This design comes from an exercise in tuning for small area, a short achievable clock period and few clock cycles on the open sky130 flow, not from production work. RTL that was checked went through simulation tests only; none was proved equivalent to the original. The RTL of runs 1 to 4 was laid out without a check of its function.

[flow/run.sh]
#!/bin/bash
# synth_recipe.tcl (not shown) runs the flow's synth.tcl, then flattens the netlist and writes it again
# the make line also repeats each setting of config.mk as NAME=value (left out here)
make -C /OpenROAD-flow-scripts/flow DESIGN_CONFIG=/design/flow/config.mk WORK_HOME=/design/flow/orfs CLKGATE_MAP_FILE= SYNTH_SCRIPT=/design/flow/synth_recipe.tcl finish
[flow/config.mk]
export PLATFORM = sky130hd
export DESIGN_NAME = comp_step_engine
export DESIGN_NICKNAME = comp_step_engine
export VERILOG_FILES = /design/flow/design.v
export SDC_FILE = /design/flow/constraint.sdc
export NUM_CORES = 4
export LEC_CHECK = 0
export CAP_MARGIN = 20
export CORE_MARGIN = 2
export CORE_UTILIZATION = 50
export SLEW_MARGIN = 20
export SYNTH_HIERARCHICAL = 1
[flow/constraint.sdc]
create_clock -name core_clock -period 10.0 [get_ports {clk}]
set_input_delay 2.0000 -clock core_clock [delete_from_list [all_inputs] [get_ports {clk}]]
set_output_delay 2.0000 -clock core_clock [all_outputs]
set_load 0.01 [all_outputs]
[flow/design.v]
module comp_step_engine #(
    parameter int STATE_BYTES = 16,
    parameter int ROM_BYTES   = 82,
    parameter int ADDR_W      = 8,
    parameter int CNT_W       = 8
) (
    input  logic                     clk,
    input  logic                     rst,
    input  logic [8*ROM_BYTES-1:0]   rom,
    input  logic                     cmd_valid,
    output logic                     cmd_ready,
    input  logic [1:0]               cmd_op,
    input  logic                     cmd_rule,
    input  logic [ADDR_W-1:0]        cmd_addr,
    input  logic [CNT_W-1:0]         cmd_count,
    output logic                     busy,
    output logic                     done,
    output logic                     match,
    output logic                     err,
    output logic [8*STATE_BYTES-1:0] state_out
);
    localparam int N     = 8 * STATE_BYTES;
    localparam int KGEN  = 7;
    localparam int FIRST = 3;
    localparam logic [1:0] OP_LOAD    = 2'd0;
    localparam logic [1:0] OP_STEP    = 2'd1;
    localparam logic [1:0] OP_COMPARE = 2'd2;
    logic             run_q;
    logic [N-1:0]     cells_q, cells_d;
    logic [CNT_W-1:0] rem_q, rem_d;
    logic             rule_q;
    logic             match_q;
    logic             done_q, done_d;
    logic             err_q;
    logic             accept, acc_load, acc_step, acc_cmp;
    logic [N-1:0]     window;
    assign cmd_ready = ~run_q;
    assign busy      = run_q;
    assign accept    = cmd_valid & ~run_q;
    assign acc_load  = accept & (cmd_op == OP_LOAD);
    assign acc_step  = accept & (cmd_op == OP_STEP);
    assign acc_cmp   = accept & (cmd_op == OP_COMPARE);
    assign done      = done_q;
    assign err       = err_q;
    assign match     = match_q;
    assign state_out = cells_q;
    localparam int W65 = 47, W4 = 31, W3 = 23, W2 = 19, W1 = 17;
    logic [8*W65-1:0] t65_n;
    logic [8*W4-1:0]  t4;
    logic [8*W3-1:0]  t3_n;
    logic [8*W2-1:0]  t2;
    logic [8*W1-1:0]  t1_n;
    logic [STATE_BYTES-1:0] inrange;
    wire a6 = cmd_addr[6], a5 = cmd_addr[5];
    cse_aoi3 #(.W(8*18)) u_s65a (
        .a(rom[0 +: 8*18]), .b(rom[8*32 +: 8*18]), .c(rom[8*64 +: 8*18]),
        .sa(~a6 & ~a5), .sb(~a6 & a5), .sc(a6), .yn(t65_n[0 +: 8*18]));
    cse_aoi2 #(.W(8*29)) u_s65b (
        .a(rom[8*18 +: 8*29]), .b(rom[8*50 +: 8*29]),
        .sa(~a5), .sb(a5), .yn(t65_n[8*18 +: 8*29]));
    cse_oai2 #(.W(8*W4)) u_s4 (
        .an(t65_n[0 +: 8*W4]), .bn(t65_n[8*16 +: 8*W4]),
        .sa(cmd_addr[4]), .sb(~cmd_addr[4]), .y(t4));
    cse_aoi2 #(.W(8*W3)) u_s3 (
        .a(t4[0 +: 8*W3]), .b(t4[8*8 +: 8*W3]),
        .sa(~cmd_addr[3]), .sb(cmd_addr[3]), .yn(t3_n));
    cse_oai2 #(.W(8*W2)) u_s2 (
        .an(t3_n[0 +: 8*W2]), .bn(t3_n[8*4 +: 8*W2]),
        .sa(cmd_addr[2]), .sb(~cmd_addr[2]), .y(t2));
    cse_aoi2 #(.W(8*W1)) u_s1 (
        .a(t2[0 +: 8*W1]), .b(t2[8*2 +: 8*W1]),
        .sa(~cmd_addr[1]), .sb(cmd_addr[1]), .yn(t1_n));
    always_comb
        for (int j = 0; j < STATE_BYTES; j++)
            inrange[j] = (cmd_addr < 8'(ROM_BYTES - j));
    for (genvar j = 0; j < STATE_BYTES; j++) begin : g_s0
        cse_oai2 #(.W(8)) u_s0 (
            .an(t1_n[8*j +: 8]), .bn(t1_n[8*(j+1) +: 8]),
            .sa(~(inrange[j] & ~cmd_addr[0])), .sb(~(inrange[j] & cmd_addr[0])),
            .y(window[8*j +: 8]));
    end
    logic [2:0] gsel;
    logic       grule;
    always_comb begin
        if (run_q) begin
            gsel  = (|rem_q[CNT_W-1:3]) ? 3'd7 : rem_q[2:0];
            grule = rule_q;
        end else begin
            gsel  = (~acc_step) ? 3'd0 :
                    (|cmd_count[CNT_W-1:2] || cmd_count[1:0] == 2'd3) ? 3'd3 : {1'b0, cmd_count[1:0]};
            grule = cmd_rule;
        end
    end
    logic [N-1:0] g1, g2, g3, g4, x4_n, g5, g6_n, x2, g7, x1_n;
    cse_gen #(.N(N), .IN_N(0), .OUT_N(0)) u_g1 (.c(cells_q), .rl(rule_q), .y(g1));
    cse_gen #(.N(N), .IN_N(0), .OUT_N(0)) u_g2 (.c(g1),      .rl(rule_q), .y(g2));
    cse_gen #(.N(N), .IN_N(0), .OUT_N(0)) u_g3 (.c(g2),      .rl(rule_q), .y(g3));
    cse_gen #(.N(N), .IN_N(0), .OUT_N(0)) u_g4 (.c(g3),      .rl(rule_q), .y(g4));
    cse_aoi2 #(.W(N)) u_x4 (.a(g4), .b(cells_q), .sa(gsel[2]), .sb(~gsel[2]), .yn(x4_n));
    cse_gen #(.N(N), .IN_N(1), .OUT_N(0)) u_g5 (.c(x4_n), .rl(grule), .y(g5));
    cse_gen #(.N(N), .IN_N(0), .OUT_N(1)) u_g6 (.c(g5),   .rl(grule), .y(g6_n));
    cse_oai2 #(.W(N)) u_x2 (.an(g6_n), .bn(x4_n), .sa(~gsel[1]), .sb(gsel[1]), .y(x2));
    cse_gen #(.N(N), .IN_N(0), .OUT_N(0)) u_g7 (.c(x2),   .rl(grule), .y(g7));
    cse_aoi2 #(.W(N)) u_x1 (.a(g7), .b(x2), .sa(gsel[0]), .sb(~gsel[0]), .yn(x1_n));
    cse_ldmux #(.W(N)) u_ld (.w(window), .ld(acc_load), .xn(x1_n), .y(cells_d));
    always_comb begin
        if (run_q) begin
            rem_d  = (|rem_q[CNT_W-1:3]) ? rem_q - CNT_W'(KGEN) : '0;
            done_d = ~|rem_q[CNT_W-1:3];
        end else begin
            rem_d  = cmd_count - CNT_W'(FIRST);
            done_d = accept & ~(acc_step & (cmd_count > CNT_W'(FIRST)));
        end
    end
    always_ff @(posedge clk or posedge rst) begin
        if (rst) begin
            run_q   <= 1'b0;
            cells_q <= '0;
            rem_q   <= '0;
            rule_q  <= 1'b0;
            match_q <= 1'b0;
            done_q  <= 1'b0;
            err_q   <= 1'b0;
        end else begin
            run_q   <= run_q ? ~done_d : (acc_step & ~done_d);
            cells_q <= cells_d;
            if (run_q || acc_step) rem_q <= rem_d;
            if (acc_step) rule_q <= cmd_rule;
            if (acc_cmp) match_q <= (cells_q == window);
            done_q  <= done_d;
            err_q   <= accept & (cmd_op == 2'd3);
        end
    end
endmodule
module cse_aoi2 #(parameter int W = 8) (
    input  logic [W-1:0] a, b,
    input  logic         sa, sb,
    output logic [W-1:0] yn
);
    assign yn = ~((a & {W{sa}}) | (b & {W{sb}}));
endmodule
module cse_aoi3 #(parameter int W = 8) (
    input  logic [W-1:0] a, b, c,
    input  logic         sa, sb, sc,
    output logic [W-1:0] yn
);
    assign yn = ~((a & {W{sa}}) | (b & {W{sb}}) | (c & {W{sc}}));
endmodule
module cse_oai2 #(parameter int W = 8) (
    input  logic [W-1:0] an, bn,
    input  logic         sa, sb,
    output logic [W-1:0] y
);
    assign y = ~((an | {W{sa}}) & (bn | {W{sb}}));
endmodule
module cse_ldmux #(parameter int W = 8) (
    input  logic [W-1:0] w, xn,
    input  logic         ld,
    output logic [W-1:0] y
);
    assign y = (w & {W{ld}}) | (~xn & {W{~ld}});
endmodule
module cse_gen #(parameter int N = 128, parameter bit IN_N = 0, parameter bit OUT_N = 0) (
    input  logic [N-1:0] c,
    input  logic         rl,
    output logic [N-1:0] y
);
    logic [N-1:0] s;
    assign s = IN_N ? ~c : c;
    always_comb
        for (int i = 0; i < N; i++)
            y[i] = OUT_N ^ s[(i + N - 1) % N] ^ (s[(i + 1) % N] & (s[i] | rl));
endmodule
==> impl_metrics.yaml, run 1 <==
grt:
  grt_usage: 0.486
  grt_antenna_before_repair: 73
  grt_max_degree: 157
  grt_pass1_wl_um: 298000
  grt_pass1_vias: 39600
  grt-ovfl-total: 0
sta:
  grt_setup_unrepaired: "false"
  whs_ns: 0.516
  drv_slew: 0
  setup_viol: 0
  slew_headroom: 0.115
  clock.fmax_mhz: 137
  skew_ns: 0.0169
  hold_viol: 0
  min_period_ns: 7.30
  tightest_slew_ns: 1.33
  fin_crit_sh: 0.730
  setup_tns_ns: 0
floorplan:
  rows: 105
  fp.dieArea_mm2: 0.0843
  die-width_um: 290
  boundaryPins: 811
  start_util: 0.502
  fp.coreArea_mm2: 0.0816
  die_h_um: 290
synth:
  async_flop_share: 1.00
  synth_area_mm2: 0.0410
  seq_area_frac_synth: 0.0861
  ys_top_cells_by_area: "xnor2_1, a22oi_2, o21ai_2"
  synthCells: 4612
  synth_edf_count: 0
  synth_nets: 5292
  synthFlopType: "dfrtp_1"
  avgSynthCellArea_um2: 8.89
  ys_ff_latch: 141
  synth_top_area_cell: "xnor2_1"
  synth_cell_type_count: 51
  synth_top_area_frac: 0.192
  yosys_warnings: 10
cts:
  ctsResizeCount: 0
  cts_buffers: 17
  clk_latency_ns: 0.50
  clockBufferDepth: 2
  cts_max_level: 4
  postCtsHoldBufs: 0
  cts_root_buf: "clkbuf_16"
  clk_pin_slew_ns: 0.08
  cts_tree: "done"
  clkSinkCount: 141
  cts_setup_buffers: 0
setup_path:
  cp.required_ns: 10.41
  endpoint_kind: "flop"
  cp-start-kind: "input port"
  cp.arrival_ns: 7.71
  r2r_end: "cells_q[93]"
  rr_startpoint: "rule_q"
  rrSetupSlack_ns: 3.77
  r2r_cells: 19
  crit_path_max_fanout: 88
  critical_path_class: "input port to flop"
layout:
  fill_cells: 7476
  syn_to_final_growth_pct: 14.6
  final_layout_size_suffix_gt1_frac: 0.250
  final_cells: 6142
  fin_nets: 5675
  final_area_mm2: 0.0470
worst_hold_path:
  hp-start: "rem_q[5]"
  hold_path_class: "flop to flop"
  hold-path-endpoint: "rem_q[5]"
  hold_depth: 2
detailed_routing:
  viasPerCell: 7.19
  drt_iter0_markers: 6883
  ant_nets: 0
  drc: 0
  routed_wl_um: 216000
  num_vias: 44200
  dr.pass1.iters: 13
  routedWlPerCell_um: 35.1
placement:
  place_hpwl_um: 176000
  placed_cells: 6046
  io_buffers: 810
  gp_congestion: 1.10
  placed_cell_area_mm2: 0.0462
run_status:
  status: "timing/DRC/antenna clean"
flow_run:
  cap_violations: 0
[through the flow]
| step | utilization | setup WS (ns) |
|---|---|---|
| floorplan | - | 4.22 |
| global placement | 0.566 | 2.67 |
| detailed placement | 0.566 | 2.67 |
| CTS | 0.574 | 3.19 |
| global route | 0.575 | 2.66 |
| finish | 0.576 | 2.70 |
[cells in the mapped netlist (all sizes together), types with 6 or more instances]
library cell and count:
inv 17, a22oi 808, nor3 6, dfrtp 141, o22ai 657, xor2 131, clkbuf 37, o21ai 912
nor4 9, buf 468, nor2 13, nand2b 8, nand2 153, nand4 32, a21oi 138, xnor2 899
a222oi 144
[placed cells by master, fill, tap and decap left out, types with 3 or more instances in the layout]
cell type and n:
nor3_1 6, o21ai_0 185, nor3b_1 3, o22ai_1 477, buf_4 56, dfrtp_1 140, inv_1 7, nor4_1 9
xnor2_1 899, o21ai_1 274, diode_2 64, a21oi_1 138, a22oi_2 500, buf_12 5, inv_8 6, nand3_1 5
and2_1 3, a22oi_1 308, nand2b_1 8, a222oi_1 144, o22ai_2 180, xor2_1 131, inv_6 8, clkbuf_16 17
o21ai_2 452, nor2_1 11, nand2_1 153, a211o_1 3, nand4_1 32, clkdlybuf4s50_1 804
[metal layers]
metal | share of wire | vias up | routed length [um] | global-route usage
li1 | - | 19100 | - | -
met1 | 0.37 | 21500 | 80200 | 0.590
met2 | 0.42 | 2856 | 90600 | 0.713
met3 | 0.11 | 671 | 24700 | 0.149
met4 | 0.094 | 12 | 20300 | 0.387
met5 | 0.00034 | - | 74 | 0
[sequential cells by signal, summed over array words and instances (netlist names)]
register and count:
cells_q 128, rem_q 8, done_q 1, err_q 1, match_q 1, rule_q 1
run_q 1
[area by class of cell]
cell class,instances,area (um^2),share of cell area
sequential,141,3530,0.0752
multi-input combinational,3949,32600,0.694
clock inverter,15,198,0.00421
tap,1070,1340,0.0285
timing repair buffer,869,8620,0.184
inverter,17,106,0.00226
clock buffer,17,425,0.00906
antenna,64,160,0.00341
[kinds of logic after synthesis]
family / Yosys count / share of synthesized area
AO/OA/AOI/OAI: 2672 / 0.545
XOR/XNOR: 1030 / 0.220
multiplexers: 3 / 0.000794
adder cells (fa/ha/maj): 2 / 0.000610
flip-flops: 141 / 0.0861
buffers and inverters: 522 / 0.121
AND/OR/NAND/NOR: 242 / 0.0269
[how the worst max path moves through the flow]
stage                 from      endpoint  slack (ns)  cells after the start
5_1_grt          cmd_valid  cells_q[127]        2.66                     12
4_1_cts        cmd_addr[5]       match_q        3.19                     15
3_5_place_dp   cmd_addr[5]       match_q        2.67                     15
2_1_floorplan          rst    cells_q[0]        4.22                      1
6_report       cmd_addr[5]       match_q        2.70                     15
3_3_place_gp   cmd_addr[5]       match_q        2.67                     15
[worst max-delay path: stages]
cell and delay, ns:
buf_8 0.26, inv_8 0.53, nor2_4 0.35, buf_12 0.29, a222oi_1 0.93, o22ai_1 0.22
a22oi_1 0.79, o22ai_1 0.32, a22oi_2 0.38, o22ai_2 0.16, xnor2_1 0.35, nand4_1 0.15
nor4_1 0.49, nand4_1 0.17, o31ai_1 0.21
==> inputs of run 2 (changes only) <==
==> flow/flow/run.sh (new file) <==
#!/bin/bash
set -euo pipefail
work=$(pwd)
export FLOW_WORK="$work"
export FLOW_ABC_SCRIPT="$work/flow/area.abc"
bash "$work/standard.sh" SYNTH_SCRIPT="$work/flow/synth_wrap.tcl" finish > "$work/flow_make.log" 2>&1
==> flow/flow/area.abc (new file) <==
&get -n
&st
&dch
&nf -R 1000
&put
==> flow/flow/synth_wrap.tcl (new file) <==
proc abc {args} {
  set i [lsearch -exact $args -script]
  if { $i >= 0 } { lset args [expr {$i + 1}] $::env(FLOW_ABC_SCRIPT) }
  yosys abc {*}$args
}
source $::env(FLOW_WORK)/synth_recipe.tcl
==> flow/standard.sh (new file) <==
#!/bin/bash
# synth_recipe.tcl (not shown) runs the flow's synth.tcl, then flattens the netlist and writes it again
# the make line also repeats each setting of config.mk as NAME=value (left out here)
make -C /OpenROAD-flow-scripts/flow DESIGN_CONFIG=/design/flow/config.mk WORK_HOME=/design/flow/orfs CLKGATE_MAP_FILE= SYNTH_SCRIPT=/design/flow/synth_recipe.tcl "${@:-finish}"
removed: flow/run.sh
==> impl_metrics.yaml, run 2 <==
grt:
  grt-ovfl-total: 0
  grt_usage: 0.438
  grt_pass1_vias: 36800
  grt_pass1_wl_um: 220000
  grt_antenna_before_repair: 8
  grt_max_degree: 257
layout:
  final_area_mm2: 0.0409
  fin_nets: 5660
  reg.largest.list: "cells_q: 128 flops, rem_q: 8 flops"
  syn_to_final_growth_pct: 33.1
  fin_util: 0.676
  regArea_mm2: 0.00353
  fill_cells: 5509
  final_layout_size_suffix_gt1_frac: 0.0192
  multiInputGateArea_mm2: 0.0273
  largest_register_ffs: 128
  final_cell_mix: "o21ai_0, a22oi_1, clkdlybuf4s50_1"
  mostFrequentLayoutCell: "o21ai_0"
  regMostFlops: "cells_q"
cts:
  clockBufferDepth: 2
  cts_buffers: 17
  clk_latency_ns: 0.45
  cts_setup_buffers: 0
  clkSinkCount: 141
  cts_max_level: 4
  cts_tree: "done"
  cts_root_buf: "clkbuf_16"
  postCtsHoldBufs: 0
  clk_pin_slew_ns: 0.06
  ctsResizeCount: 0
synth:
  synth_cell_type_count: 34
  seq_area_frac_synth: 0.115
  synthFlopType: "dfrtp_1"
  ys_top_cells_by_area: "xnor2_1, a22oi_1, o21ai_0"
  synth_most_common_cell: "o21ai_0"
  yosys_warnings: 10
  synth_area_mm2: 0.0308
  avgSynthCellArea_um2: 7.49
  ys_ff_latch: 141
  synth_nets: 4789
  synth_top_area_frac: 0.219
  async_flop_share: 1.00
  yosys-top-cells-count: "o21ai_0, a22oi_1, xnor2_1"
  synthCells: 4109
  synth_edf_count: 0
  synth_top_area_cell: "xnor2_1"
sta:
  drv_slew: 0
  slew_headroom: 0.284
  hold_viol: 0
  clock.fmax_mhz: 149
  fin_crit_sh: 0.669
  setup_tns_ns: 0
  grt_setup_unrepaired: "false"
  tightest_slew_ns: 1.07
  min_period_ns: 6.69
  setup_viol: 0
  skew_ns: 0.0139
  timing.final.ws_setup_ns: 3.31
detailed_routing:
  routedWlPerCell_um: 25.5
  ant_nets: 0
  dr.pass1.iters: 15
  viasPerCell: 7.17
  num_vias: 41500
  drt_iter0_markers: 6129
  routed_wl_um: 147000
  drc: 0
flow_run:
  cap_violations: 0
setup_path:
  cp-startpoint: "cmd_addr[4]"
  cp.required_ns: 10.37
  rrSetupSlack_ns: 3.57
  cp-start-kind: "input port"
  cp_top_family: "simple AND/OR/NAND/NOR gates"
  cp.arrival_ns: 7.06
  max_stage_delay_ns: 0.69
  crit_path_top_delay_cell: "inv_8"
  crit_path_max_fanout: 134
  crit_chain: "clkbuf_8 -> inv_8 -> nand2_1 -> a21oi_1 -> nand2b_1 -> or2_0 -> o22ai_1 -> xor2_1 -> nor4_1 -> nand4_1 -> nor4_1 -> nand2_1 -> o21ai_0"
  r2r_cells: 19
  worst-path-buf-inv: 2
  r2r_end: "cells_q[49]"
  rr_startpoint: "rule_q"
  critical_path_class: "input port to flop"
  endpoint_kind: "flop"
worst_hold_path:
  hold_depth: 2
  hp-start: "match_q"
  hold_path_class: "flop to flop"
  hold-path-endpoint: "match_q"
floorplan:
  start_util: 0.508
  die-width_um: 252
  fp.dieArea_mm2: 0.0635
  rows: 90
  fp.coreArea_mm2: 0.0606
  die_h_um: 252
  boundaryPins: 811
placement:
  dp_slack_ns: 3.06
  gp_congestion: 1.06
  place_hpwl_um: 114000
  placed_cell_area_mm2: 0.0403
  io_buffers: 810
run_status:
  status: "timing/DRC/antenna clean"
==> run 2: worst min-delay path, cell delays in order (launching register included) <==
cell,delay (ns)
dfrtp_1,0.37
nand2_1,0.05
o21ai_0,0.07
==> run 2: cells by family (layout without fill, tap and decap cells) <==
| group | Yosys count | count (layout) | share of synthesized area |
|---|---|---|---|
| compound gates | 2672 | 2672 | 0.552 |
| xor+xnor | 1031 | 1031 | 0.293 |
| simple gates | 250 | 250 | 0.0370 |
| flops | 141 | 141 | 0.115 |
| buf+inv | 11 | 895 | 0.00134 |
| fa+ha+maj | 2 | 2 | 0.000813 |
| mux | 2 | 2 | 0.000732 |
| other cells | 0 | 6 | 0 |
==> run 2: layout make-up <==
| class | instances | share of cell area |
|---|---|---|
| multi-input combinational | 3957 | 0.666 |
| timing repair buffer | 852 | 0.207 |
| sequential | 141 | 0.0863 |
| tap | 782 | 0.0239 |
| clock buffer | 22 | 0.0116 |
| clock inverter | 10 | 0.00275 |
| inverter | 11 | 0.00186 |
| antenna | 6 | 0.000367 |
==> run 2: stage by stage <==
| stage | hold WS [ns] | std cells |
|---|---|---|
| after floorplan | 0.464 | 4109 |
| after global placement | 0.485 | 5743 |
| after detailed placement | 0.509 | 5743 |
| after CTS | 0.520 | 5775 |
| after global routing | 0.559 | 5780 |
| final | 0.524 | 5781 |
==> run 2: how the worst max path moves through the flow <==
| stage | to | cells after the start |
|---|---|---|
| after floorplan | cells_q[125] | 11 |
| after global placement | match_q | 13 |
| after detailed placement | match_q | 13 |
| after CTS | match_q | 13 |
| after global routing | cells_q[126] | 13 |
| final | match_q | 13 |
==> run 2: metal layers <==
layer	share of wire	wire, um	GRT usage
met5	0.00016	23	0
met3	0.12	17600	0.125
met4	0.050	7390	0.194
met1	0.39	57600	0.559
met2	0.44	64700	0.684
==> inputs of run 3 (changes only) <==
--- a/flow/design.v
+++ b/flow/design.v
@@ -21,7 +21,6 @@
 );
     localparam int N     = 8 * STATE_BYTES;
     localparam int KGEN  = 7;
-    localparam int FIRST = 3;
     localparam logic [1:0] OP_LOAD    = 2'd0;
     localparam logic [1:0] OP_STEP    = 2'd1;
     localparam logic [1:0] OP_COMPARE = 2'd2;
@@ -70,46 +69,62 @@
     cse_aoi2 #(.W(8*W1)) u_s1 (
         .a(t2[0 +: 8*W1]), .b(t2[8*2 +: 8*W1]),
         .sa(~cmd_addr[1]), .sb(cmd_addr[1]), .yn(t1_n));
+    logic clr_in;
+    assign clr_in = (cmd_op == OP_STEP) & cmd_rule & (|cmd_count[CNT_W-1:6]);
     always_comb
         for (int j = 0; j < STATE_BYTES; j++)
-            inrange[j] = (cmd_addr < 8'(ROM_BYTES - j));
+            inrange[j] = (cmd_addr < 8'(ROM_BYTES - j)) & ~clr_in;
     for (genvar j = 0; j < STATE_BYTES; j++) begin : g_s0
         cse_oai2 #(.W(8)) u_s0 (
             .an(t1_n[8*j +: 8]), .bn(t1_n[8*(j+1) +: 8]),
             .sa(~(inrange[j] & ~cmd_addr[0])), .sb(~(inrange[j] & cmd_addr[0])),
             .y(window[8*j +: 8]));
     end
+    logic             acc_clr, jump, same_rule;
+    logic [CNT_W-1:0] t0, a0;
+    assign acc_clr   = acc_step & clr_in;
+    assign jump      = cmd_rule & (cmd_count[CNT_W-1:5] == 3'b001);
+    assign same_rule = (cmd_rule == rule_q) & ~jump;
+    always_comb begin
+        t0 = jump ? {3'b000, cmd_count[4:0]} : cmd_count;
+        if (same_rule) a0 = (|t0[CNT_W-1:3]) ? CNT_W'(7) : {5'b0, t0[2:0]};
+        else           a0 = (|t0[CNT_W-1:2] || t0[1:0] == 2'd3) ? CNT_W'(3) : {6'b0, t0[1:0]};
+    end
     logic [2:0] gsel;
+    logic       gjump;
     logic       grule;
     always_comb begin
         if (run_q) begin
             gsel  = (|rem_q[CNT_W-1:3]) ? 3'd7 : rem_q[2:0];
+            gjump = 1'b0;
             grule = rule_q;
         end else begin
-            gsel  = (~acc_step) ? 3'd0 :
-                    (|cmd_count[CNT_W-1:2] || cmd_count[1:0] == 2'd3) ? 3'd3 : {1'b0, cmd_count[1:0]};
+            gsel  = acc_step ? a0[2:0] : 3'd0;
+            gjump = acc_step & jump;
             grule = cmd_rule;
         end
     end
-    logic [N-1:0] g1, g2, g3, g4, x4_n, g5, g6_n, x2, g7, x1_n;
+    logic [N-1:0] g1, g2, g3, g4, j32, x4_n, g5, g6_n, x2, g7, x1_n;
     cse_gen #(.N(N), .IN_N(0), .OUT_N(0)) u_g1 (.c(cells_q), .rl(rule_q), .y(g1));
     cse_gen #(.N(N), .IN_N(0), .OUT_N(0)) u_g2 (.c(g1),      .rl(rule_q), .y(g2));
     cse_gen #(.N(N), .IN_N(0), .OUT_N(0)) u_g3 (.c(g2),      .rl(rule_q), .y(g3));
     cse_gen #(.N(N), .IN_N(0), .OUT_N(0)) u_g4 (.c(g3),      .rl(rule_q), .y(g4));
-    cse_aoi2 #(.W(N)) u_x4 (.a(g4), .b(cells_q), .sa(gsel[2]), .sb(~gsel[2]), .yn(x4_n));
+    cse_jump #(.N(N), .D(32)) u_j32 (.c(cells_q), .y(j32));
+    cse_aoi3 #(.W(N)) u_x4 (.a(g4), .b(j32), .c(cells_q),
+                            .sa(gsel[2]), .sb(gjump), .sc(~gsel[2] & ~gjump), .yn(x4_n));
     cse_gen #(.N(N), .IN_N(1), .OUT_N(0)) u_g5 (.c(x4_n), .rl(grule), .y(g5));
     cse_gen #(.N(N), .IN_N(0), .OUT_N(1)) u_g6 (.c(g5),   .rl(grule), .y(g6_n));
     cse_oai2 #(.W(N)) u_x2 (.an(g6_n), .bn(x4_n), .sa(~gsel[1]), .sb(gsel[1]), .y(x2));
     cse_gen #(.N(N), .IN_N(0), .OUT_N(0)) u_g7 (.c(x2),   .rl(grule), .y(g7));
     cse_aoi2 #(.W(N)) u_x1 (.a(g7), .b(x2), .sa(gsel[0]), .sb(~gsel[0]), .yn(x1_n));
-    cse_ldmux #(.W(N)) u_ld (.w(window), .ld(acc_load), .xn(x1_n), .y(cells_d));
+    cse_ldmux #(.W(N)) u_ld (.w(window), .ld(acc_load | acc_clr), .xn(x1_n), .y(cells_d));
     always_comb begin
         if (run_q) begin
             rem_d  = (|rem_q[CNT_W-1:3]) ? rem_q - CNT_W'(KGEN) : '0;
             done_d = ~|rem_q[CNT_W-1:3];
         end else begin
-            rem_d  = cmd_count - CNT_W'(FIRST);
-            done_d = accept & ~(acc_step & (cmd_count > CNT_W'(FIRST)));
+            rem_d  = t0 - a0;
+            done_d = accept & ~(acc_step & ~acc_clr & (t0 != a0));
         end
     end
     always_ff @(posedge clk or posedge rst) begin
@@ -171,3 +186,11 @@
         for (int i = 0; i < N; i++)
             y[i] = OUT_N ^ s[(i + N - 1) % N] ^ (s[(i + 1) % N] & (s[i] | rl));
 endmodule
+module cse_jump #(parameter int N = 128, parameter int D = 32) (
+    input  logic [N-1:0] c,
+    output logic [N-1:0] y
+);
+    always_comb
+        for (int i = 0; i < N; i++)
+            y[i] = c[(i + N - D) % N] ^ c[(i + D) % N];
+endmodule
==> flow/flow/run.sh (replaced) <==
#!/bin/bash
set -euo pipefail
work=$(pwd)
export FLOW_WORK="$work"
export FLOW_ABC_SCRIPT="$work/flow/area.abc"
bash "$work/standard.sh" SYNTH_SCRIPT="$work/flow/synth_wrap.tcl" \
  BUFFER_PORTS_ARGS="-buffer_cell sky130_fd_sc_hd__buf_1" finish > "$work/flow_make.log" 2>&1
--- a/flow/config.mk
+++ b/flow/config.mk
@@ -8,5 +8,6 @@
 export CAP_MARGIN = 20
 export CORE_MARGIN = 2
 export CORE_UTILIZATION = 50
+export SETUP_SLACK_MARGIN = 5
 export SLEW_MARGIN = 20
 export SYNTH_HIERARCHICAL = 1
==> impl_metrics.yaml, run 3 <==
run_status:
  status: "did not finish"
  stop_stage: "5_1_grt"
  error: "[ERROR GRT-0116] Global routing finished with congestion. Check the congestion regions in the DRC Viewer."
grt:
  grt_pass1_vias: 62900
  grt_max_degree: 170
  grt_usage: 0.904
  grt-ovfl-total: 1406
  grt_pass1_wl_um: 451000
synth:
  ys_ff_latch: 141
  synthFlopType: "dfrtp_1"
  avgSynthCellArea_um2: 7.57
  synth_most_common_cell: "o21ai_0"
  synthCells: 4262
  synth_top_area_frac: 0.245
  synth_top_area_cell: "xnor2_1"
  yosys-top-cells-count: "o21ai_0, xnor2_1, a22oi_1"
  synth_area_mm2: 0.0322
  ys_top_cells_by_area: "xnor2_1, a22oi_1, o21ai_0"
  async_flop_share: 1.00
  yosys_warnings: 11
  synth_cell_type_count: 40
  seq_area_frac_synth: 0.109
  synth_edf_count: 0
  synth_nets: 4945
floorplan:
  rows: 93
  start_util: 0.503
  boundaryPins: 811
  die-width_um: 258
  die_h_um: 258
placement:
  io_buffers: 810
  placed_cell_area_mm2: 0.0366
  place_hpwl_um: 177000
  gp_congestion: 1.24
cts:
  clockBufferDepth: 2
  cts_buffers: 17
  postCtsHoldBufs: 0
  cts_root_buf: "clkbuf_16"
  clkSinkCount: 141
  cts_max_level: 4
[run 3: cell count changes after synthesis, sizes merged, moves of 27 or more]
cell / before / now
xor2: 262 / 197
a222oi: 144 / 272
xnor2: 769 / 901
buf: 0 / 64
a22oi: 810 / 684
nand4: 8 / 36
nor4: 35 / 8
[run 3: metal layers]
layer	GRT overflow	global-route usage
met3	247	0.808
met1	220	0.902
met4	304	0.889
met5	39	0.639
met2	596	1.01
[run 3: cell families after synthesis]
logic type,after synthesis,share of synthesized area
DFF,141,0.109
adders and majority gates,5,0.00217
and+or+nand+nor,266,0.0365
xor gates and xnor gates,1098,0.298
muxes,1,0.000349
AOI/OAI and AO/OA,2671,0.537
buffers and inverters,80,0.0168
[run 3: metrics by stage]
stage	std cells	worst slack, ns	hold slack, ns
2_1_floorplan	4262	-1.85	0.490
3_3_place_gp	5923	1.83	0.491
3_5_place_dp	5923	1.73	0.493
4_1_cts	6651	4.16	0.525
[run 3: what timing repair did]
item | 4_1_cts
gates resized for setup | 661
buffers inserted | 657
pin swaps | 396
gates cloned | 40
endpoints found under the setup margin | 129
[run 3: how the worst max path moves through the flow]
stage | end | slack, ns | startpoint | cells after the start
after floorplan | cells_q[125] | -1.85 | rule_q | 14
after global placement | match_q | 1.83 | cmd_addr[5] | 17
after detailed placement | match_q | 1.73 | cmd_addr[5] | 17
after CTS | match_q | 4.16 | cmd_addr[5] | 18
==> inputs of run 4 (changes only) <==
--- a/flow/design.v
+++ b/flow/design.v
@@ -80,51 +80,68 @@
             .sa(~(inrange[j] & ~cmd_addr[0])), .sb(~(inrange[j] & cmd_addr[0])),
             .y(window[8*j +: 8]));
     end
-    logic             acc_clr, jump, same_rule;
-    logic [CNT_W-1:0] t0, a0;
-    assign acc_clr   = acc_step & clr_in;
-    assign jump      = cmd_rule & (cmd_count[CNT_W-1:5] == 3'b001);
-    assign same_rule = (cmd_rule == rule_q) & ~jump;
-    always_comb begin
-        t0 = jump ? {3'b000, cmd_count[4:0]} : cmd_count;
-        if (same_rule) a0 = (|t0[CNT_W-1:3]) ? CNT_W'(7) : {5'b0, t0[2:0]};
-        else           a0 = (|t0[CNT_W-1:2] || t0[1:0] == 2'd3) ? CNT_W'(3) : {6'b0, t0[1:0]};
-    end
-    logic [2:0] gsel;
-    logic       gjump;
-    logic       grule;
+    logic             acc_clr;
+    logic [CNT_W-1:0] a0;
+    assign acc_clr = acc_step & clr_in;
+    assign a0      = (|cmd_count[CNT_W-1:3]) ? CNT_W'(7) : {5'b0, cmd_count[2:0]};
+    logic       s4g_q, s4j_q, s4h_q, s2_q, s1_q;       
+    logic       s4g, s4j, s4h, s2, s1, grule;
     always_comb begin
         if (run_q) begin
-            gsel  = (|rem_q[CNT_W-1:3]) ? 3'd7 : rem_q[2:0];
-            gjump = 1'b0;
+            {s4g, s4j, s4h, s2, s1} = {s4g_q, s4j_q, s4h_q, s2_q, s1_q};
             grule = rule_q;
         end else begin
-            gsel  = acc_step ? a0[2:0] : 3'd0;
-            gjump = acc_step & jump;
+            s4g   = a0[2] & ~cmd_rule;
+            s4j   = a0[2] & cmd_rule;
+            s4h   = ~a0[2];
+            s2    = a0[1];
+            s1    = a0[0];
             grule = cmd_rule;
         end
     end
-    logic [N-1:0] g1, g2, g3, g4, j32, x4_n, g5, g6_n, x2, g7, x1_n;
-    cse_gen #(.N(N), .IN_N(0), .OUT_N(0)) u_g1 (.c(cells_q), .rl(rule_q), .y(g1));
-    cse_gen #(.N(N), .IN_N(0), .OUT_N(0)) u_g2 (.c(g1),      .rl(rule_q), .y(g2));
-    cse_gen #(.N(N), .IN_N(0), .OUT_N(0)) u_g3 (.c(g2),      .rl(rule_q), .y(g3));
-    cse_gen #(.N(N), .IN_N(0), .OUT_N(0)) u_g4 (.c(g3),      .rl(rule_q), .y(g4));
-    cse_jump #(.N(N), .D(32)) u_j32 (.c(cells_q), .y(j32));
-    cse_aoi3 #(.W(N)) u_x4 (.a(g4), .b(j32), .c(cells_q),
-                            .sa(gsel[2]), .sb(gjump), .sc(~gsel[2] & ~gjump), .yn(x4_n));
-    cse_gen #(.N(N), .IN_N(1), .OUT_N(0)) u_g5 (.c(x4_n), .rl(grule), .y(g5));
-    cse_gen #(.N(N), .IN_N(0), .OUT_N(1)) u_g6 (.c(g5),   .rl(grule), .y(g6_n));
-    cse_oai2 #(.W(N)) u_x2 (.an(g6_n), .bn(x4_n), .sa(~gsel[1]), .sb(gsel[1]), .y(x2));
-    cse_gen #(.N(N), .IN_N(0), .OUT_N(0)) u_g7 (.c(x2),   .rl(grule), .y(g7));
-    cse_aoi2 #(.W(N)) u_x1 (.a(g7), .b(x2), .sa(gsel[0]), .sb(~gsel[0]), .yn(x1_n));
-    cse_ldmux #(.W(N)) u_ld (.w(window), .ld(acc_load | acc_clr), .xn(x1_n), .y(cells_d));
+    logic [N-1:0] g1, g2, g3, g4, j4, x4, g5, g6, x2_n, g7_n, x1;
+    cse_gen0 #(.N(N)) u_g1 (.c(cells_q), .y(g1));
+    cse_gen0 #(.N(N)) u_g2 (.c(g1),      .y(g2));
+    cse_gen0 #(.N(N)) u_g3 (.c(g2),      .y(g3));
+    cse_gen0 #(.N(N)) u_g4 (.c(g3),      .y(g4));
+    cse_jump #(.N(N), .D(4))  u_j4  (.c(cells_q), .y(j4));
+    cse_nao3 #(.W(N)) u_x4 (.a(g4), .b(j4), .c(cells_q), .sa(s4g), .sb(s4j), .sc(s4h), .y(x4));
+    cse_gen #(.N(N), .IN_N(0), .OUT_N(0)) u_g5 (.c(x4), .rl(grule), .y(g5));
+    cse_gen #(.N(N), .IN_N(0), .OUT_N(0)) u_g6 (.c(g5), .rl(grule), .y(g6));
+    cse_aoi2 #(.W(N)) u_x2 (.a(g6), .b(x4), .sa(s2), .sb(~s2), .yn(x2_n));
+    cse_gen #(.N(N), .IN_N(1), .OUT_N(1)) u_g7 (.c(x2_n), .rl(grule), .y(g7_n));
+    cse_oai2 #(.W(N)) u_x1 (.an(g7_n), .bn(x2_n), .sa(~s1), .sb(s1), .y(x1));
+    logic sel_ld, sel_step;
+    assign sel_ld   = acc_load | acc_clr;
+    assign sel_step = (run_q | acc_step) & ~acc_clr;
+    cse_nao3 #(.W(N)) u_ld (.a(window), .b(x1), .c(cells_q),
+                           .sa(sel_ld), .sb(sel_step), .sc(~(sel_ld | sel_step)), .y(cells_d));
     always_comb begin
         if (run_q) begin
             rem_d  = (|rem_q[CNT_W-1:3]) ? rem_q - CNT_W'(KGEN) : '0;
             done_d = ~|rem_q[CNT_W-1:3];
         end else begin
-            rem_d  = t0 - a0;
-            done_d = accept & ~(acc_step & ~acc_clr & (t0 != a0));
+            rem_d  = cmd_count - a0;
+            done_d = accept & ~(acc_step & ~acc_clr & (|cmd_count[CNT_W-1:3]));
+        end
+    end
+    logic [2:0] nsel;
+    logic       nrule;
+    assign nsel  = (|rem_d[CNT_W-1:3]) ? 3'd7 : rem_d[2:0];
+    assign nrule = run_q ? rule_q : cmd_rule;
+    always_ff @(posedge clk or posedge rst) begin
+        if (rst) begin
+            s4g_q   <= 1'b0;
+            s4j_q   <= 1'b0;
+            s4h_q   <= 1'b1;
+            s2_q    <= 1'b0;
+            s1_q    <= 1'b0;
+        end else begin
+            s4g_q   <= nsel[2] & ~nrule;
+            s4j_q   <= nsel[2] & nrule;
+            s4h_q   <= ~nsel[2];
+            s2_q    <= nsel[1];
+            s1_q    <= nsel[0];
         end
     end
     always_ff @(posedge clk or posedge rst) begin
@@ -168,12 +185,29 @@
 );
     assign y = ~((an | {W{sa}}) & (bn | {W{sb}}));
 endmodule
-module cse_ldmux #(parameter int W = 8) (
-    input  logic [W-1:0] w, xn,
-    input  logic         ld,
-    output logic [W-1:0] y
-);
-    assign y = (w & {W{ld}}) | (~xn & {W{~ld}});
+module cse_nao3 #(parameter int W = 8) (
+    input  logic [W-1:0] a, b, c,
+    input  logic         sa, sb, sc,
+    output logic [W-1:0] y
+);
+    logic [W-1:0] an, bn, cn;
+    cse_nand2 #(.W(W)) u_a (.a(a), .s(sa), .y(an));
+    cse_nand2 #(.W(W)) u_b (.a(b), .s(sb), .y(bn));
+    cse_nand2 #(.W(W)) u_c (.a(c), .s(sc), .y(cn));
+    cse_nand3 #(.W(W)) u_y (.a(an), .b(bn), .c(cn), .y(y));
+endmodule
+module cse_nand2 #(parameter int W = 8) (
+    input  logic [W-1:0] a,
+    input  logic         s,
+    output logic [W-1:0] y
+);
+    assign y = ~(a & {W{s}});
+endmodule
+module cse_nand3 #(parameter int W = 8) (
+    input  logic [W-1:0] a, b, c,
+    output logic [W-1:0] y
+);
+    assign y = ~(a & b & c);
 endmodule
 module cse_gen #(parameter int N = 128, parameter bit IN_N = 0, parameter bit OUT_N = 0) (
     input  logic [N-1:0] c,
@@ -186,6 +220,14 @@
         for (int i = 0; i < N; i++)
             y[i] = OUT_N ^ s[(i + N - 1) % N] ^ (s[(i + 1) % N] & (s[i] | rl));
 endmodule
+module cse_gen0 #(parameter int N = 128) (
+    input  logic [N-1:0] c,
+    output logic [N-1:0] y
+);
+    always_comb
+        for (int i = 0; i < N; i++)
+            y[i] = c[(i + N - 1) % N] ^ (c[i] & c[(i + 1) % N]);
+endmodule
 module cse_jump #(parameter int N = 128, parameter int D = 32) (
     input  logic [N-1:0] c,
     output logic [N-1:0] y
==> flow/flow/run.sh (replaced) <==
#!/bin/bash
set -euo pipefail
work=$(pwd)
export FLOW_WORK="$work"
export FLOW_ABC_SCRIPT="$work/flow/area.abc"
bash "$work/standard.sh" SYNTH_SCRIPT="$work/flow/synth_wrap.tcl" \
  BUFFER_PORTS_ARGS="-buffer_cell sky130_fd_sc_hd__buf_1" MATCH_CELL_FOOTPRINT=0 finish > "$work/flow_make.log" 2>&1
==> flow/flow/synth_wrap.tcl (replaced) <==
proc abc {args} {
  set i [lsearch -exact $args -script]
  set area $args
  if { $i >= 0 } { lset area [expr {$i + 1}] $::env(FLOW_ABC_SCRIPT) }
  yosys abc {*}$args $::env(FLOW_TOP)
  yosys abc {*}$area $::env(FLOW_TOP) %n
}
source $::env(FLOW_WORK)/synth_recipe.tcl
--- a/flow/config.mk
+++ b/flow/config.mk
@@ -7,7 +7,7 @@
 export LEC_CHECK = 0
 export CAP_MARGIN = 20
 export CORE_MARGIN = 2
-export CORE_UTILIZATION = 50
-export SETUP_SLACK_MARGIN = 5
+export CORE_UTILIZATION = 40
+export SETUP_SLACK_MARGIN = 4
 export SLEW_MARGIN = 20
 export SYNTH_HIERARCHICAL = 1
==> impl_metrics.yaml, run 4 <==
floorplan:
  start_util: 0.404
  boundaryPins: 811
  die-width_um: 295
  rows: 106
  die_h_um: 295
  fp.dieArea_mm2: 0.0867
  fp.coreArea_mm2: 0.0836
grt:
  grt_antenna_before_repair: 80
  grt_max_degree: 158
  grt-ovfl-total: 0
  grt_usage: 0.517
  grt_pass1_vias: 40800
  grt_pass1_wl_um: 319000
cts:
  clk_latency_ns: 0.46
  clkSinkCount: 146
  cts_max_level: 4
  cts_buffers: 17
  clockBufferDepth: 2
  cts_tree: "done"
  clk_pin_slew_ns: 0.07
  cts_root_buf: "clkbuf_16"
setup_path:
  cp.required_ns: 10.40
  cp-start-kind: "input port"
  worst-path-buf-inv: 4
  crit_path_max_fanout: 83
  cp_top_family: "compound AO/OA/AOI/OAI gates"
  crit_chain: "clkbuf_4 -> buf_16 -> nor2_4 -> buf_12 -> a222oi_1 -> o22ai_1 -> a22oi_1 -> o22ai_1 -> a22oi_1 -> o22ai_2 -> inv_1 -> a22o_1 -> a221oi_1 -> nand3_1 -> nor4_1 -> a32o_1"
  crit_path_top_delay_cell: "a221oi_1"
  max_stage_delay_ns: 0.46
  cp.arrival_ns: 6.77
  endpoint_kind: "flop"
  critical_path_class: "input port to flop"
layout:
  syn_to_final_growth_pct: 18.3
  regMostFlops: "cells_q"
  fin_nets: 6509
  largest_register_ffs: 128
  final_area_mm2: 0.0399
  fill_cells: 9016
  regArea_mm2: 0.00365
  reg.largest.list: "cells_q: 128 flops, rem_q: 8 flops"
  mostFrequentLayoutCell: "nand2_1"
  final_cell_mix: "nand2_1, xnor2_1, buf_1"
  multiInputGateArea_mm2: 0.0302
  final_layout_size_suffix_gt1_frac: 0.0293
placement:
  io_buffers: 810
  place_hpwl_um: 187000
  placed_cell_area_mm2: 0.0388
  gp_congestion: 1.14
detailed_routing:
  dr.pass1.iters: 14
  routedWlPerCell_um: 33.6
  drc: 0
  wl_met2_um: 94500
  wl_met1_um: 83700
  num_vias: 48100
  drt_iter0_markers: 8300
  route.met3.wl_um: 30300
  ant_nets: 0
  dr.max_layer_used: "met5"
  viasPerCell: 6.89
  routed_wl_um: 235000
sta:
  drv_slew: 0
  whs_ns: 0.525
  fin_crit_sh: 0.637
  min_period_ns: 6.37
  slew_headroom: 0.302
  tightest_slew_ns: 1.05
  grt_setup_unrepaired: "true"
  clock.fmax_mhz: 157
  hold_viol: 0
  setup_viol: 0
  skew_ns: 0.0137
synth:
  synth_cell_type_count: 58
  synth_area_mm2: 0.0338
  ys_top_cells_by_area: "xnor2_1, a22oi_1, nand2_1"
  yosys_warnings: 11
  async_flop_share: 1.00
  seq_area_frac_synth: 0.108
  synthCells: 4936
  synthFlopType: "dfrtp_1"
  avgSynthCellArea_um2: 6.84
  synth_edf_count: 0
  ys_ff_latch: 146
  synth_most_common_cell: "nand2_1"
  synth_top_area_frac: 0.208
  synth_nets: 5616
  yosys-top-cells-count: "nand2_1, xnor2_1, a22oi_1"
  synth_top_area_cell: "xnor2_1"
run_status:
  status: "timing/DRC/antenna clean"
flow_run:
  cap_violations: 0
worst_hold_path:
  hold_path_class: "flop to flop"
## run 4: changes by cell type after synthesis, sizes merged, moves of 8 or more
cell	previous run	this run
xnor2	901	803
clkinv	16	1
nand3	6	260
nand4	36	13
buf	64	4
o22ai	656	664
nor4	8	29
xor2	197	342
nor2	22	13
inv	0	30
a222oi	272	144
nand2	175	1313
o21ai	907	277
## run 4: cell type report
class,instances,area share
repair buffers,881,0.0951
diodes,59,0.00370
multi-input cells,4752,0.756
well taps,1080,0.0338
clock buffers,17,0.0107
inverters,31,0.00414
clock inverters,15,0.00470
flip-flops and latches,146,0.0915
## run 4: cells by family (layout without fill, tap and decap cells)
family                   count (synthesis)  after routing  share of synthesized area
other                                    0             59                          0
AND/OR/NAND/NOR                       1656           1658                      0.199
flip-flops                             146            146                      0.108
adder cells (fa/ha/maj)                  2              2                   0.000741
multiplexers                             6              6                    0.00189
AO/OA/AOI/OAI                         1941           1941                      0.388
XOR/XNOR                              1145           1145                      0.297
buffers and inverters                   40            944                    0.00467
## run 4: through the flow
step	worst slack, ns	cells	TNS, ns	utilization
detailed placement	2.85	6879	0	0.465
global placement	2.82	6879	0	0.465
floorplan	-1.86	4936	-140.43	-
finish	3.63	6981	0	0.478
CTS	3.64	6911	0	0.472
global route	3.91	6954	0	0.477
## run 4: per-layer routing
| layer | GRT usage | vias up |
|---|---|---|
| li1 | - | 20900 |
| met1 | 0.591 | 22700 |
| met2 | 0.730 | 3544 |
| met3 | 0.213 | 896 |
| met4 | 0.468 | 32 |
| met5 | 0.00624 | - |
## run 4: final timing paths
| kind | start | end | slack (ns) | depth (start not counted) |
|---|---|---|---|---|
| max | cmd_addr[5] | match_q | 3.63 | 16 |
| min | rule_q | rule_q | 0.52 | 1 |
| max reg2reg | cells_q[20] | cells_q[21] | 5.02 | 19 |
| min reg2reg | rule_q | rule_q | 0.52 | 1 |
| max in group asynchronous | rst | cells_q[27] | 6.77 | 3 |
| min in group asynchronous | rst | s4j_q | 1.71 | 2 |
## run 4: timing repair
item / 4_1_cts / 5_1_grt
pin swaps: 0 / 6
gates resized for setup: 6 / 55
endpoints found under the hold margin: 0 / 0
hold buffers: 0 / 0
endpoints found under the setup margin: 78 / 48
gates cloned: 0 / 3
setup buffers: 0 / 8
==> inputs of run 5 (changes only) <==
--- a/flow/design.v
+++ b/flow/design.v
@@ -20,7 +20,6 @@
     output logic [8*STATE_BYTES-1:0] state_out
 );
     localparam int N     = 8 * STATE_BYTES;
-    localparam int KGEN  = 7;
     localparam logic [1:0] OP_LOAD    = 2'd0;
     localparam logic [1:0] OP_STEP    = 2'd1;
     localparam logic [1:0] OP_COMPARE = 2'd2;
@@ -80,32 +79,40 @@
             .sa(~(inrange[j] & ~cmd_addr[0])), .sb(~(inrange[j] & cmd_addr[0])),
             .y(window[8*j +: 8]));
     end
+    function automatic logic [3:0] gens(input logic [CNT_W-1:0] r, input logic rl);
+        if (rl) gens = (r >= CNT_W'(11)) ? 4'd11 : r[3:0];
+        else    gens = (r >= CNT_W'(7))  ? 4'd7  : r[3:0];
+    endfunction
     logic             acc_clr;
-    logic [CNT_W-1:0] a0;
+    logic [3:0]       a0, ar;
     assign acc_clr = acc_step & clr_in;
-    assign a0      = (|cmd_count[CNT_W-1:3]) ? CNT_W'(7) : {5'b0, cmd_count[2:0]};
-    logic       s4g_q, s4j_q, s4h_q, s2_q, s1_q;       
-    logic       s4g, s4j, s4h, s2, s1, grule;
+    assign a0      = gens(cmd_count, cmd_rule);
+    assign ar      = gens(rem_q, rule_q);
+    logic       s4g_q, s4j_q, s8j_q, s4h_q, s2_q, s1_q;    
+    logic       s4g, s4j, s8j, s4h, s2, s1, grule;
     always_comb begin
         if (run_q) begin
-            {s4g, s4j, s4h, s2, s1} = {s4g_q, s4j_q, s4h_q, s2_q, s1_q};
+            {s4g, s4j, s8j, s4h, s2, s1} = {s4g_q, s4j_q, s8j_q, s4h_q, s2_q, s1_q};
             grule = rule_q;
         end else begin
             s4g   = a0[2] & ~cmd_rule;
             s4j   = a0[2] & cmd_rule;
-            s4h   = ~a0[2];
+            s8j   = a0[3];
+            s4h   = ~a0[2] & ~a0[3];
             s2    = a0[1];
             s1    = a0[0];
             grule = cmd_rule;
         end
     end
-    logic [N-1:0] g1, g2, g3, g4, j4, x4, g5, g6, x2_n, g7_n, x1;
+    logic [N-1:0] g1, g2, g3, g4, j4, j8, x4, g5, g6, x2_n, g7_n, x1;
     cse_gen0 #(.N(N)) u_g1 (.c(cells_q), .y(g1));
     cse_gen0 #(.N(N)) u_g2 (.c(g1),      .y(g2));
     cse_gen0 #(.N(N)) u_g3 (.c(g2),      .y(g3));
     cse_gen0 #(.N(N)) u_g4 (.c(g3),      .y(g4));
     cse_jump #(.N(N), .D(4))  u_j4  (.c(cells_q), .y(j4));
-    cse_nao3 #(.W(N)) u_x4 (.a(g4), .b(j4), .c(cells_q), .sa(s4g), .sb(s4j), .sc(s4h), .y(x4));
+    cse_jump #(.N(N), .D(8))  u_j8  (.c(cells_q), .y(j8));
+    cse_nao4 #(.W(N)) u_x4 (.a(g4), .b(j4), .c(j8), .d(cells_q),
+                            .sa(s4g), .sb(s4j), .sc(s8j), .sd(s4h), .y(x4));
     cse_gen #(.N(N), .IN_N(0), .OUT_N(0)) u_g5 (.c(x4), .rl(grule), .y(g5));
     cse_gen #(.N(N), .IN_N(0), .OUT_N(0)) u_g6 (.c(g5), .rl(grule), .y(g6));
     cse_aoi2 #(.W(N)) u_x2 (.a(g6), .b(x4), .sa(s2), .sb(~s2), .yn(x2_n));
@@ -118,28 +125,30 @@
                            .sa(sel_ld), .sb(sel_step), .sc(~(sel_ld | sel_step)), .y(cells_d));
     always_comb begin
         if (run_q) begin
-            rem_d  = (|rem_q[CNT_W-1:3]) ? rem_q - CNT_W'(KGEN) : '0;
-            done_d = ~|rem_q[CNT_W-1:3];
-        end else begin
-            rem_d  = cmd_count - a0;
-            done_d = accept & ~(acc_step & ~acc_clr & (|cmd_count[CNT_W-1:3]));
-        end
-    end
-    logic [2:0] nsel;
+            rem_d  = rem_q - CNT_W'(ar);
+            done_d = (rem_q == CNT_W'(ar));
+        end else begin
+            rem_d  = cmd_count - CNT_W'(a0);
+            done_d = accept & ~(acc_step & ~acc_clr & (cmd_count != CNT_W'(a0)));
+        end
+    end
     logic       nrule;
-    assign nsel  = (|rem_d[CNT_W-1:3]) ? 3'd7 : rem_d[2:0];
+    logic [3:0] nsel;
     assign nrule = run_q ? rule_q : cmd_rule;
+    assign nsel  = gens(rem_d, nrule);
     always_ff @(posedge clk or posedge rst) begin
         if (rst) begin
             s4g_q   <= 1'b0;
             s4j_q   <= 1'b0;
+            s8j_q   <= 1'b0;
             s4h_q   <= 1'b1;
             s2_q    <= 1'b0;
             s1_q    <= 1'b0;
         end else begin
             s4g_q   <= nsel[2] & ~nrule;
             s4j_q   <= nsel[2] & nrule;
-            s4h_q   <= ~nsel[2];
+            s8j_q   <= nsel[3];
+            s4h_q   <= ~nsel[2] & ~nsel[3];
             s2_q    <= nsel[1];
             s1_q    <= nsel[0];
         end
@@ -196,6 +205,24 @@
     cse_nand2 #(.W(W)) u_c (.a(c), .s(sc), .y(cn));
     cse_nand3 #(.W(W)) u_y (.a(an), .b(bn), .c(cn), .y(y));
 endmodule
+module cse_nao4 #(parameter int W = 8) (
+    input  logic [W-1:0] a, b, c, d,
+    input  logic         sa, sb, sc, sd,
+    output logic [W-1:0] y
+);
+    logic [W-1:0] an, bn, cn, dn;
+    cse_nand2 #(.W(W)) u_a (.a(a), .s(sa), .y(an));
+    cse_nand2 #(.W(W)) u_b (.a(b), .s(sb), .y(bn));
+    cse_nand2 #(.W(W)) u_c (.a(c), .s(sc), .y(cn));
+    cse_nand2 #(.W(W)) u_d (.a(d), .s(sd), .y(dn));
+    cse_nand4 #(.W(W)) u_y (.a(an), .b(bn), .c(cn), .d(dn), .y(y));
+endmodule
+module cse_nand4 #(parameter int W = 8) (
+    input  logic [W-1:0] a, b, c, d,
+    output logic [W-1:0] y
+);
+    assign y = ~(a & b & c & d);
+endmodule
 module cse_nand2 #(parameter int W = 8) (
     input  logic [W-1:0] a,
     input  logic         s,
--- a/flow/config.mk
+++ b/flow/config.mk
@@ -6,8 +6,9 @@
 export NUM_CORES = 4
 export LEC_CHECK = 0
 export CAP_MARGIN = 20
+export CELL_PAD_IN_SITES_DETAIL_PLACEMENT = 1
 export CORE_MARGIN = 2
-export CORE_UTILIZATION = 40
-export SETUP_SLACK_MARGIN = 4
+export CORE_UTILIZATION = 35
+export SETUP_SLACK_MARGIN = 5
 export SLEW_MARGIN = 20
 export SYNTH_HIERARCHICAL = 1
==> impl_metrics.yaml, run 5 <==
placement:
  placed_cells: 7496
  gp_congestion: 1.05
  io_buffers: 810
  place_hpwl_um: 196000
  dp_slack_ns: 3.01
synth:
  yosys-top-cells-count: "nand2_1, xnor2_1, a22oi_1"
  avgSynthCellArea_um2: 6.84
  synth_cell_type_count: 57
  async_flop_share: 1.00
  synthFlopType: "dfrtp_1"
  synth_top_area_cell: "xnor2_1"
  ys_top_cells_by_area: "xnor2_1, nand2_1, a22oi_1"
  yosys_warnings: 12
  synthCells: 5250
  synth_most_common_cell: "nand2_1"
  synth_area_mm2: 0.0359
  synth_nets: 5937
  ys_ff_latch: 147
  synth_top_area_frac: 0.212
  synth_edf_count: 0
  seq_area_frac_synth: 0.102
run_status:
  stop_stage: "5_1_grt"
  error: "[ERROR GRT-0232] Routing congestion too high. Check the congestion heatmap in the GUI."
  status: "did not finish"
cts:
  postCtsHoldBufs: 0
  cts_max_level: 4
  cts_root_buf: "clkbuf_16"
  clockBufferDepth: 2
  cts_buffers: 17
  clkSinkCount: 147
grt:
  grt-ovfl-total: 75
  grt_max_degree: 161
  grt_usage: 0.701
floorplan:
  rows: 117
  die-width_um: 324
  boundaryPins: 811
  start_util: 0.353
  die_h_um: 324
==> run 5: timing repair <==
item,CTS
pin swaps,669
resized for setup,972
gates cloned,45
setup endpoints to repair,129
buffers inserted,611
==> run 5: kinds of logic after synthesis <==
kind of cell | count (synthesis) | share of synthesized area
AOI/OAI and AO/OA | 1951 | 0.366
xor gates and xnor gates | 1288 | 0.314
adders and majority gates | 9 | 0.00334
buffers and inverters | 46 | 0.00554
DFF | 147 | 0.102
muxes | 4 | 0.00122
and+or+nand+nor | 1805 | 0.208
==> run 5: per-layer routing <==
layer	GRT overflow	GRT usage
met2	34	0.868
met3	7	0.526
met1	5	0.736
met4	28	0.621
met5	1	0.285
==> run 5: through the flow <==
stage / TNS (ns) / area [um^2] / utilization
after CTS: 0 / 51300 / 0.504
after floorplan: -152.37 / 36000 / -
after detailed placement: 0 / 41500 / 0.408
after global placement: 0 / 41500 / 0.408
==> run 5: worst max path at each step <==
stage                            from       to  cells past startpoint
after floorplan           cmd_addr[5]  match_q                     14
after global placement    cmd_addr[5]  match_q                     15
after detailed placement  cmd_addr[5]  match_q                     15
after CTS                 cmd_addr[5]  match_q                     19
Testbench counts of run 5, summed over its fixed seeds: cycles 7,108.
==> inputs of run 6 (changes only) <==
--- a/flow/config.mk
+++ b/flow/config.mk
@@ -5,10 +5,10 @@
 export SDC_FILE = /design/flow/constraint.sdc
 export NUM_CORES = 4
 export LEC_CHECK = 0
-export CAP_MARGIN = 20
+export CAP_MARGIN = 30
 export CELL_PAD_IN_SITES_DETAIL_PLACEMENT = 1
 export CORE_MARGIN = 2
 export CORE_UTILIZATION = 35
-export SETUP_SLACK_MARGIN = 5
-export SLEW_MARGIN = 20
+export SETUP_SLACK_MARGIN = 4
+export SLEW_MARGIN = 30
 export SYNTH_HIERARCHICAL = 1
==> impl_metrics.yaml, run 6 <==
cts:
  clk_pin_slew_ns: 0.08
  cts_root_buf: "clkbuf_16"
  clkSinkCount: 147
  cts_buffers: 17
  cts_tree: "done"
  clockBufferDepth: 2
  cts_max_level: 4
  postCtsHoldBufs: 0
  clk_latency_ns: 0.52
layout:
  reg.largest.list: "cells_q: 128 flops, rem_q: 8 flops"
  final_area_mm2: 0.0426
  regMostFlops: "cells_q"
  largest_register_ffs: 128
  fill_cells: 13600
  syn_to_final_growth_pct: 18.7
  final_layout_size_suffix_gt1_frac: 0.0356
  final_cells: 7583
  final_cell_mix: "nand2_1, xnor2_1, buf_1"
  mostFrequentLayoutCell: "nand2_1"
  fin_nets: 6848
detailed_routing:
  num_vias: 51800
  ant_nets: 0
  dr.pass1.iters: 14
  routedWlPerCell_um: 33.2
  routed_wl_um: 252000
  viasPerCell: 6.83
  drt_iter0_markers: 7983
  drc: 0
synth:
  synthFlopType: "dfrtp_1"
  synth_edf_count: 0
  synth_nets: 5937
  synthCells: 5250
  synth_most_common_cell: "nand2_1"
  synth_cell_type_count: 57
  seq_area_frac_synth: 0.102
  synth_area_mm2: 0.0359
  synth_top_area_frac: 0.212
  ys_ff_latch: 147
  synth_top_area_cell: "xnor2_1"
  async_flop_share: 1.00
  yosys-top-cells-count: "nand2_1, xnor2_1, a22oi_1"
  yosys_warnings: 12
  ys_top_cells_by_area: "xnor2_1, nand2_1, a22oi_1"
  avgSynthCellArea_um2: 6.84
setup_path:
  critical_path_class: "input port to flop"
  cp.arrival_ns: 6.55
  endpoint_kind: "flop"
  rr_startpoint: "cells_q[1]"
  cp-start-kind: "input port"
  rrSetupSlack_ns: 4.14
  r2r_end: "cells_q[126]"
  cp.required_ns: 10.45
  crit_path_max_fanout: 74
  cp-startpoint: "cmd_addr[5]"
  r2r_cells: 20
sta:
  min_period_ns: 6.10
  skew_ns: 0.0214
  grt_setup_unrepaired: "true"
  drv_slew: 0
  slew_headroom: 0.280
  fin_crit_sh: 0.610
  tightest_slew_ns: 1.08
  clock.fmax_mhz: 164
  setup_viol: 0
  whs_ns: 0.495
  setup_tns_ns: 0
  hold_viol: 0
floorplan:
  fp.dieArea_mm2: 0.105
  rows: 117
  die_h_um: 324
  boundaryPins: 811
  start_util: 0.353
  die-width_um: 324
  fp.coreArea_mm2: 0.102
worst_hold_path:
  hold_path_class: "flop to flop"
  hold-path-endpoint: "rem_q[0]"
  hp-start: "rem_q[0]"
  hold_depth: 2
grt:
  grt_usage: 0.450
  grt_antenna_before_repair: 53
  grt_pass1_wl_um: 351000
  grt_max_degree: 188
  grt_pass1_vias: 47300
  grt-ovfl-total: 0
placement:
  io_buffers: 810
  place_hpwl_um: 199000
  placed_cells: 7505
  placed_cell_area_mm2: 0.0415
  gp_congestion: 1.13
run_status:
  status: "timing/DRC/antenna clean"
flow_run:
  cap_violations: 0
## run 6: cell counts after synthesis
No cell type changed its count.
## run 6: critical path: stages
cell	delay (ns)
clkbuf_4	0.16
clkinvlp_4	0.12
clkbuf_8	0.49
buf_8	0.46
a22oi_1	0.30
o22ai_1	0.39
a22oi_1	0.16
o22ai_1	0.28
a22oi_1	0.16
o22ai_1	0.50
xor2_1	0.24
nor4_1	0.54
nand4_1	0.19
nor4_1	0.29
a32o_1	0.20
## run 6: stage by stage
step	setup WS (ns)	utilization
after floorplan	-1.85	-
after global placement	2.66	0.408
after detailed placement	2.70	0.408
after CTS	3.83	0.414
after global routing	3.94	0.419
final	3.90	0.419
## run 6: layout make-up
cell class              instances  area, um^2  share of cell area
diodes                         41         103             0.00241
inverters                      34         174             0.00408
well taps                    1368        1710              0.0401
multi-input cells            5057       32400               0.761
clock buffers                  17         425             0.00998
clock inverters                15         178             0.00417
flip-flops and latches        147        3680              0.0864
repair buffers                904        3930              0.0921
## run 6: cell families (layout without fill, tap and decap cells)
logic type | count (synthesis) | after routing | synth area share
buf+inv | 46 | 970 | 0.00554
other cells | 0 | 41 | 0
simple gates | 1805 | 1805 | 0.208
mux | 4 | 4 | 0.00122
fa+ha+maj | 9 | 9 | 0.00334
flops | 147 | 147 | 0.102
xor+xnor | 1288 | 1288 | 0.314
compound gates | 1951 | 1951 | 0.366
## run 6: routing by layer
layer	track usage	vias up	wire, um
met5	0	-	147
met1	0.555	25700	95400
met4	0.308	14	21000
met3	0.133	737	29600
met2	0.672	3367	106000
li1	-	22000	-
## run 6: how the worst max path moves through the flow
stage	to	slack, ns	cells after the start
global placement	match_q	2.66	15
floorplan	match_q	-1.85	14
global route	cells_q[105]	3.94	18
detailed placement	match_q	2.70	15
CTS	match_q	3.83	14
finish	match_q	3.90	15
## run 6: timing repair
action | 4_1_cts | 5_1_grt
gates cloned | 0 | 0
endpoints found under the setup margin | 85 | 98
setup buffers | 0 | 3
gates resized for setup | 9 | 70
pin swaps | 0 | 3

port drivers added, routing unchanged:
How much do the figures lean on ideal ports? The routed layouts below were timed once more, with nothing changed but the port constraints.
Step 1: set_driving_cell puts a clkbuf_16 on clk and a buf_2 on each other input, an assumption about the parent block.
Step 2 also shifts input and output timing later by t, the mid clock arrival at the registers, as if the neighbouring blocks saw the same clock.
a / b / c = no drivers / after step 1 / after step 2; a / b = the first two.
run	t (ns)	slack for setup (ns)	hold slack, ns	worst slew at a driven data input, ns	cell pins on the clock port's net
run 1	0.561	2.697 / 2.731 / 2.170	0.516 / 0.516 / 0.516	0.38	1
run 2	0.503	3.305 / 3.332 / 2.829	0.524 / 0.524 / 0.524	0.21	1
run 4	0.523	3.628 / 3.672 / 3.149	0.525 / 0.525 / 0.525	0.53	1
run 6	0.568	3.899 / 3.897 / 3.329	0.495 / 0.495 / 0.495	0.36	1
After both steps every run listed still meets setup and hold. The setup slack of run 6, which loses most, moves by -0.002 ns with the drivers and by -0.570 ns with both steps.
